Context: an optimization exercise on an open-source flow, tuned for small area. The choices shown serve that exercise and are no tape-out recipe.
The RTL was checked by simulation tests, not by an equivalence proof against the original design.
No activity file was given, so power comes from the tool's default toggle rates.

==> flow/design.v (excerpt) <==
module caravel_mem_selftest #(
   parameter int ADDR_W = 6,
   parameter int HOLD   = 4
) (
   input  logic        clock,
   input  logic        reset,
   input  logic        start,
   input  logic        inject_fault,
   input  logic        upset_en,
   input  logic [ADDR_W-1:0] upset_addr,
   input  logic [4:0]  upset_bit,
   output logic [15:0] checkbits,
   output logic        done,
   output logic        pass
);
   localparam int N     = 2 ** ADDR_W;
   localparam int CNT_W = ADDR_W + 3;
   logic ph_w_q, ph_h_q, ph_b_q;    
   logic fin_q;                     
   logic ok_q;                      
   logic rd_q;                      
   logic [CNT_W-1:0] cnt_q;
   logic up_q, b0_q;                
   logic act, wr, rdst, mismatch, last_wr, last_rd, hold_end;
   assign act      = ph_w_q | ph_h_q | ph_b_q;
   assign wr       = act & ~fin_q & ~rd_q;
   assign rdst     = act & ~fin_q & rd_q;
   assign mismatch = up_q | (b0_q ^ inject_fault);
   assign last_wr  = ph_w_q ? (cnt_q[ADDR_W-1:0] == '1) :
                     ph_h_q ? (cnt_q[ADDR_W:0] == '1) : (cnt_q[ADDR_W+1:0] == '1);
   assign last_rd  = ph_w_q ? cnt_q[ADDR_W] : ph_h_q ? cnt_q[ADDR_W+1] : cnt_q[ADDR_W+2];
   assign hold_end = (cnt_q[1:0] == 2'(HOLD - 1));
   always_ff @(posedge clock) begin
      if (reset) begin
         ph_w_q <= 1'b0;
         ph_h_q <= 1'b0;
         ph_b_q <= 1'b0;
         fin_q  <= 1'b0;
         ok_q   <= 1'b0;
         rd_q   <= 1'b0;
         cnt_q  <= '0;
      end else if (!act) begin
         cnt_q <= '0;
         if (start) ph_w_q <= 1'b1;
      end else if (wr) begin
         if (last_wr) begin
            rd_q  <= 1'b1;
            cnt_q <= '0;
         end else begin
            cnt_q <= cnt_q + CNT_W'(1);
         end
      end else if (rdst) begin
         if (cnt_q != '0 && mismatch) begin
            fin_q <= 1'b1;
            cnt_q <= '0;
         end else if (last_rd) begin
            fin_q <= 1'b1;
            ok_q  <= 1'b1;
            cnt_q <= '0;
  ...
Size: about 7,000 cells after synthesis, roughly 2,100 flip-flops, ~34 I/O pins, roughly 0.078 mm2 of cells after synthesis.
clock: 10.0 ns
lec_check: 0
cap_margin: 20
core_margin: 2
core_utilization: 45
cts_buf_list: sky130_fd_sc_hd__clkbuf_8
cts_cluster_diameter: 60
cts_cluster_size: 16
place_density: 0.7
slew_margin: 20
synth_hierarchical: 1
synth_minimum_keep_size: 0
standard.sh (not shown) runs the stock make flow with config.mk's settings and CLKGATE_MAP_FILE= SYNTH_SCRIPT=/design/flow/synth_recipe.tcl, a recipe that flattens the netlist after the stock synthesis.
==> flow/flow/run.sh <==
#!/bin/bash
set -euo pipefail
export CTS_ARGS="-sink_clustering_enable -repair_clock_nets -sink_clustering_size 16 -sink_clustering_max_diameter 60 -buf_list sky130_fd_sc_hd__clkbuf_8 -dont_use_dummy_load"
bash standard.sh > standard_flow.log 2>&1
The first run passed the timing, DRC and antenna checks.
Then changed:
PLACE_DENSITY = 0.55   (was 0.7)
Result: The new run passed the timing, DRC and antenna checks. Synthesized area stays the same. Power rose by about 1.1%. Die area is unchanged. Sequential share of layout area shrinks by 0.21 points. Clock power went up by about 5%. Critical path depth climbs by 2. Worst setup slack is better by 360 ps. Routed wire length is higher by 5.5%. Synthesized cell count stays the same.

* * *

Starting RTL as in the previous note.
Settings: LEC_CHECK=0, CAP_MARGIN=20, CORE_MARGIN=2, CORE_UTILIZATION=45, CTS_BUF_LIST=sky130_fd_sc_hd__clkbuf_8, CTS_CLUSTER_DIAMETER=60, CTS_CLUSTER_SIZE=16, PLACE_DENSITY=0.55, SLEW_MARGIN=20, SYNTH_HIERARCHICAL=1, SYNTH_MINIMUM_KEEP_SIZE=0; clock period 10.0 ns.
run.sh (not shown) runs the stock make flow with config.mk's settings and CLKGATE_MAP_FILE= SYNTH_SCRIPT=/design/flow/synth_recipe.tcl, a recipe that flattens the netlist after the stock synthesis.
Stock flow here: none of the scripts above is used.
Then changed:
==> flow/flow/run.sh (new file) <==
#!/bin/bash
set -euo pipefail
export CTS_ARGS="-sink_clustering_enable -repair_clock_nets -sink_clustering_size 16 -sink_clustering_max_diameter 70 -buf_list sky130_fd_sc_hd__clkbuf_8 -dont_use_dummy_load"
bash standard.sh > standard_flow.log 2>&1
==> flow/standard.sh (new file) <==
#!/bin/bash
# synth_recipe.tcl (not shown) runs the flow's synth.tcl, then flattens the netlist and writes it again
# the make line also repeats each setting of config.mk as NAME=value (left out here)
make -C /OpenROAD-flow-scripts/flow DESIGN_CONFIG=/design/flow/config.mk WORK_HOME=/design/flow/orfs CLKGATE_MAP_FILE= SYNTH_SCRIPT=/design/flow/synth_recipe.tcl "${@:-finish}"
Settings changed: CTS_CLUSTER_DIAMETER 60 to 70, PLACE_DENSITY 0.55 to 0.7.
removed: flow/run.sh
- setup slack loses 0.42 ns
- global-route usage drops by 2.4 points
- die area is unchanged
- count of clock-buffer cells in the layout went down by 37
- area after synthesis does not change
- first-iteration DRC count came out higher by a few percent
- sequential power barely changes
- via count climbs slightly
- core utilization shrinks by 0.91 points
- synthesized cell count is unchanged
- critical path depth came out lower by 2

[re-timing with driven ports]
In the flow no input, the clock included, has a driving cell. The finished layouts below were timed again as built, in two steps.
Step 1 assumes that a clkbuf_16 drives the clock port and a buf_2 every other input.
Step 2 adds t to the input delays and takes it off the output delays; t is the mean of the earliest and latest rising clock arrival at the registers after step 1. Input paths then give back, and output paths get back, about the clock's delay inside the block.
a / b / c = no drivers / after step 1 / after step 2; a / b = the first two.
run | t (ns) | setup slack, ns | worst setup path after step 2 | worst register clock-pin slew, ns | worst slew at a driven data input, ns
the first run of note 1 | 1.028 | 2.130 / 2.165 / 1.137 | input to register | 0.11 / 0.11 | 0.07
the second run of note 1 | 1.084 | 2.487 / 2.550 / 1.466 | input to register | 0.11 / 0.11 | 0.08
the first run of note 2 | 1.095 | 2.477 / 2.538 / 1.442 | input to register | 0.11 / 0.11 | 0.07
the second run of note 2 | 0.996 | 2.055 / 2.097 / 1.101 | input to register | 0.11 / 0.11 | 0.07
After both steps setup and hold are still met in every run listed. For the first run of note 2, which loses most, drivers alone change the setup slack by +0.061 ns; drivers and shift together by -1.035 ns.
